From an optimization exercise on the open Yosys and OpenROAD flow, aimed at small area; shortcuts taken in it are not production practice. Where RTL was checked, it was by simulation tests only, not by an equivalence proof against the original. No activity file was given, so power comes from the tool's default toggle rates.

== v6 ==
Design vector_alu, start of the top module:
module vector_alu
(
    input  logic        clk,
    input  logic        arst_n,
    input  logic        op_valid,      
    input  logic [5:0]  alu_op,
    input  logic [1:0]  width,         
    input  logic [0:63] reg_a_data,
    input  logic [0:63] reg_b_data,
    output logic [0:63] alu_out,       
    output logic        result_valid   
);
clock: 16.0 ns
lec_check: 0
cap_margin: 20
core_margin: 2
core_utilization: 30
place_density: 0.7
slew_margin: 20
synth_hierarchical: 1
standard.sh (not shown) runs the stock make flow with config.mk's settings and CLKGATE_MAP_FILE= SYNTH_SCRIPT=/design/flow/synth_recipe.tcl, a recipe that flattens the netlist after the stock synthesis.
==> flow/flow/run.sh <==
#!/bin/bash
# The standard layout (the standard.sh running the ORFS steps), with four changes made
# through ORFS's own hooks and variables, none to its scripts:
#  - the port buffers that global placement adds are sky130_fd_sc_hd__buf_1 (BUFFER_PORTS_ARGS)
#  - after synthesis, combinational cells go back to drive strength 1 (POST_SYNTH_TCL,
#    flow/downsize.tcl); the resizer upsizes later where needed
#  - clock tree synthesis without dummy loads, from clkbuf_8 cells (CTS_ARGS)
#  - after the placement resizer, an input port buffer that only drives one resizer buffer
#    is dropped and that buffer becomes the port buffer (POST_RESIZE_TCL, flow/mergebuf.tcl)
# The make output goes to standard_flow.log here; ORFS keeps its per-step logs in orfs/logs.
set -euo pipefail
here=$(pwd)
export BUFFER_PORTS_ARGS="-buffer_cell sky130_fd_sc_hd__buf_1"
export POST_SYNTH_TCL="$here/flow/downsize.tcl"
export CTS_ARGS="-sink_clustering_enable -repair_clock_nets -dont_use_dummy_load -buf_list sky130_fd_sc_hd__clkbuf_8"
export POST_RESIZE_TCL="$here/flow/mergebuf.tcl"
bash standard.sh > standard_flow.log 2>&1
==> flow/flow/mergebuf.tcl <==
# POST_RESIZE hook: where an input port's buffer drives nothing but one buffer that the
# resizer added for a long wire, the port buffer goes and the port drives that buffer, which
# is then the port's buffer. Every port keeps one buffer.
set block [ord::get_db_block]
set n 0
foreach inst [$block getInsts] {
  if { ![string match "input*" [$inst getName]] } { continue }
  if { ![string match "sky130_fd_sc_hd__buf_*" [[$inst getMaster] getName]] } { continue }
  set a [$inst findITerm A]
  set x [$inst findITerm X]
  set nin [$a getNet]
  set nout [$x getNet]
  if { $nin == "NULL" || $nout == "NULL" } { continue }
  if { [llength [$nout getBTerms]] != 0 || [llength [$nin getBTerms]] != 1 } { continue }
  if { [llength [$nin getITerms]] != 1 } { continue }
  set loads {}
  foreach it [$nout getITerms] {
    if { [$it isInputSignal] } { lappend loads $it }
  }
  if { [llength $loads] != 1 } { continue }
  set l [lindex $loads 0]
  if { ![regexp {^sky130_fd_sc_hd__buf_[0-9]+$} [[[$l getInst] getMaster] getName]] } { continue }
  $a disconnect
  $x disconnect
  $l disconnect
  $l connect $nin
  odb::dbInst_destroy $inst
  odb::dbNet_destroy $nout
  incr n
}
puts "mergebuf.tcl: $n input port buffers merged into the buffer they drove"
Other scripts of this flow, unchanged in this note and not shown: flow/flow/downsize.tcl
Looking at the reports, v6 completed the entire flow and the layout it produced met the timing, design-rule and antenna checks.
Changes in v7 relative to v6:
Settings: PLACE_DENSITY: 0.7 -> unset.
diff --git a/flow/flow/run.sh b/flow/flow/run.sh
--- a/flow/flow/run.sh
+++ b/flow/flow/run.sh
@@ -6,6 +6,6 @@
 #    flow/downsize.tcl); the resizer upsizes later where needed
 #  - clock tree synthesis without dummy loads, from clkbuf_8 cells (CTS_ARGS)
-#  - after the placement resizer, an input port buffer that only drives one resizer buffer
-#    is dropped and that buffer becomes the port buffer (POST_RESIZE_TCL, flow/mergebuf.tcl)
+#  - before global routing, gates off the critical paths are sized down (PRE_GLOBAL_ROUTE_TCL,
+#    flow/recover.tcl)
 # The make output goes to standard_flow.log here; ORFS keeps its per-step logs in orfs/logs.
 set -euo pipefail
@@ -14,4 +14,4 @@
 export POST_SYNTH_TCL="$here/flow/downsize.tcl"
 export CTS_ARGS="-sink_clustering_enable -repair_clock_nets -dont_use_dummy_load -buf_list sky130_fd_sc_hd__clkbuf_8"
-export POST_RESIZE_TCL="$here/flow/mergebuf.tcl"
+export PRE_GLOBAL_ROUTE_TCL="$here/flow/recover.tcl"
 bash standard.sh > standard_flow.log 2>&1
==> flow/flow/recover.tcl (new file) <==
# PRE_GLOBAL_ROUTE hook: size down gates off the critical paths (OpenROAD's power recovery,
# which also saves area), keeping 0.4 ns of setup slack, then legalize the placement.
estimate_parasitics -placement
repair_timing -recover_power 100 -setup_margin 0.4 -match_cell_footprint -verbose
detailed_placement
check_placement -verbose
removed: flow/flow/mergebuf.tcl
## What came out
- Looking at v7 and v6, the number of global-route vias before repair is a wash.
- Re die area: no difference whatsoever between v6 and v7.
- Comparing v7 with v6, the switching share of total power came out essentially unchanged.
- The launching instance or port of the critical path comes out alu_op[0] in one run and width[1] in the other, namely in v6 and v7 respectively.
- Diff v6..v7 | number of cells on the worst reg-to-reg path | unchanged
- On worst hold slack, v6 tracks v7 almost exactly.
No run of this note included a check of the RTL's function; only the layout flow was run.

* * *

wip/juniper:
vector_alu, a different RTL version from the one above (not shown whole).
Size in the first run: about 4100 cells after synthesis, about 200 I/O pins, roughly 38000 sq um of cells after synthesis.
Settings: LEC_CHECK=0, CAP_MARGIN=5, CORE_MARGIN=2, CORE_UTILIZATION=30, PLACE_DENSITY=0.8, SLEW_MARGIN=5, SYNTH_HIERARCHICAL=1; clock period 16.0 ns.
==> flow/flow/run.sh <==
#!/bin/bash
# The standard layout (the standard.sh running the ORFS steps), with four changes made
# through ORFS's own hooks and variables, none to its scripts:
#  - the port buffers that global placement adds are sky130_fd_sc_hd__buf_1 (BUFFER_PORTS_ARGS)
#  - after synthesis, combinational cells go back to drive strength 1 (POST_SYNTH_TCL,
#    flow/downsize.tcl); the resizer upsizes later where needed
#  - clock tree synthesis without dummy loads, from clkbuf_8 cells (CTS_ARGS)
#  - after the placement resizer, an input port buffer that only drives one resizer buffer
#    is dropped and that buffer becomes the port buffer (POST_RESIZE_TCL, flow/mergebuf.tcl)
# The make output goes to standard_flow.log here; ORFS keeps its per-step logs in orfs/logs.
set -euo pipefail
here=$(pwd)
export BUFFER_PORTS_ARGS="-buffer_cell sky130_fd_sc_hd__buf_1"
export POST_SYNTH_TCL="$here/flow/downsize.tcl"
export CTS_ARGS="-sink_clustering_enable -repair_clock_nets -dont_use_dummy_load -buf_list sky130_fd_sc_hd__clkbuf_8"
export POST_RESIZE_TCL="$here/flow/mergebuf.tcl"
bash standard.sh > standard_flow.log 2>&1
Other scripts of this flow, unchanged in this note and not shown: flow/flow/downsize.tcl, flow/flow/mergebuf.tcl
Input-level comparison between wip/ember and wip/juniper:
Settings: CORE_UTILIZATION changed from 30 to 45; CAP_MARGIN changed from 5 to 20; PLACE_DENSITY changed from 0.8 to 0.7; SLEW_MARGIN changed from 5 to 20.
### Flow results
- Taking wip/juniper as the reference, in wip/ember switching portion of total power increased by 0.47 points relative to the old numbers, clock power barely changed, total clock buffers created by CTS neither gained nor lost much.
## Diff of input files: wip/fjord against wip/ember
Settings: a change of PLACE_DENSITY from 0.7 to 0.8; a change of CORE_UTILIZATION from 45 to 30.
## What came out
Going from wip/ember to wip/fjord, clock power fell by about 4%, total power draw fell by about 0.6%. From wip/ember to wip/fjord the numbers moved as follows: net switching power shrank by 1.4%; half-perimeter wire length after placement held steady; wire length grew by 2800 um. Looking at standard cell core area across both flows, wip/fjord is the weaker of the two, with wip/ember ahead. From wip/fjord to wip/ember, number of top-level pins did not move at all. Worst hold slack, wip/ember and wip/fjord: smaller value in wip/ember. Re combinational fraction of design power: wip/ember and wip/fjord aren't equal, and the higher value belongs to wip/fjord. wip/ember → wip/fjord: via count rose by 1.7%, area growth from synthesis to layout rose by 1.9 points.
Setup changes, wip/fjord to wip/lagoon
Settings: CORE_UTILIZATION: 30 -> 60; PLACE_DENSITY: 0.8 -> 0.85.
==> comparison <==
Cmp wip/fjord and wip/lagoon / biggest fanout along the worst timing path / lower: wip/lagoon
wip/lagoon reports its highest-delay cell along the critical path as o21ai_1 while wip/fjord reports fa_1.
When wip/lagoon is measured against wip/fjord, its total number of tap cells turns out 800 lower.
As of wip/lagoon, routed via count divided by cell count had risen by more than 10% compared to wip/fjord.
wip/lagoon vs. wip/fjord: setup slack has decreased, final hold slack has decreased, utilization has increased, non-clock buffer instance count of the final layout has decreased.
Modified inputs, wip/garnet compared to wip/lagoon
Settings: a change of PLACE_DENSITY from 0.85 to 0.8; a change of CORE_UTILIZATION from 60 to 45.
Findings:
- Going from wip/lagoon to wip/garnet, fmax went up; hold slack now larger.
- Summary — part of the total power dissipated in combinational logic, wip/garnet relative to wip/lagoon: higher, by 1.6 points.
- Compared with wip/lagoon, wip/garnet shows a arrival time of data at the critical path endpoint that is 0.39 ns lower.
- Total via count after detailed routing | wip/garnet below wip/lagoon
- wip/lagoon → wip/garnet: initial core utilization shows a reduction of 16 points, normalized max-slew margin shows an increase of 3.0 points.
- Max final period demand of the worst path across wip/lagoon and wip/garnet: wip/lagoon
- Re number of iterations in the first detailed-routing pass: wip/garnet is 2 up on wip/lagoon.
- On clock network area share, wip/lagoon and wip/garnet are basically level.

==> separate check: timing with driven ports <==
How much do the figures lean on ideal ports? The routed layouts below were timed once more, with nothing changed but the port constraints. Step 1, drivers: a clkbuf_16 drives clk and a buf_2 each remaining input, both assumed. Step 2 also shifts input and output timing later by t, the mid clock arrival at the registers, as if the neighbouring blocks saw the same clock. a / b / c = no drivers / after step 1 / after step 2; a / b = the first two.
| run | t (ns) | slack for setup (ns) | pins driven straight from the clock port |
|---|---|---|---|
| v6 | 0.434 | 1.667 / 1.679 / 1.245 | 1 |
| v7 | 0.463 | 1.223 / 1.234 / 0.771 | 1 |
| wip/juniper | 0.447 | 1.349 / 1.360 / 0.913 | 1 |
| wip/ember | 0.438 | 1.352 / 1.375 / 0.938 | 1 |
| wip/fjord | 0.433 | 1.454 / 1.461 / 1.027 | 1 |
| wip/lagoon | 0.462 | 1.234 / 1.138 / 0.677 | 1 |
| wip/garnet | 0.427 | 1.606 / 1.626 / 1.199 | 1 |
After both steps setup and hold are still met in every run listed. The setup slack of wip/lagoon, which loses most, moves by -0.096 ns with the drivers and by -0.557 ns with both steps.
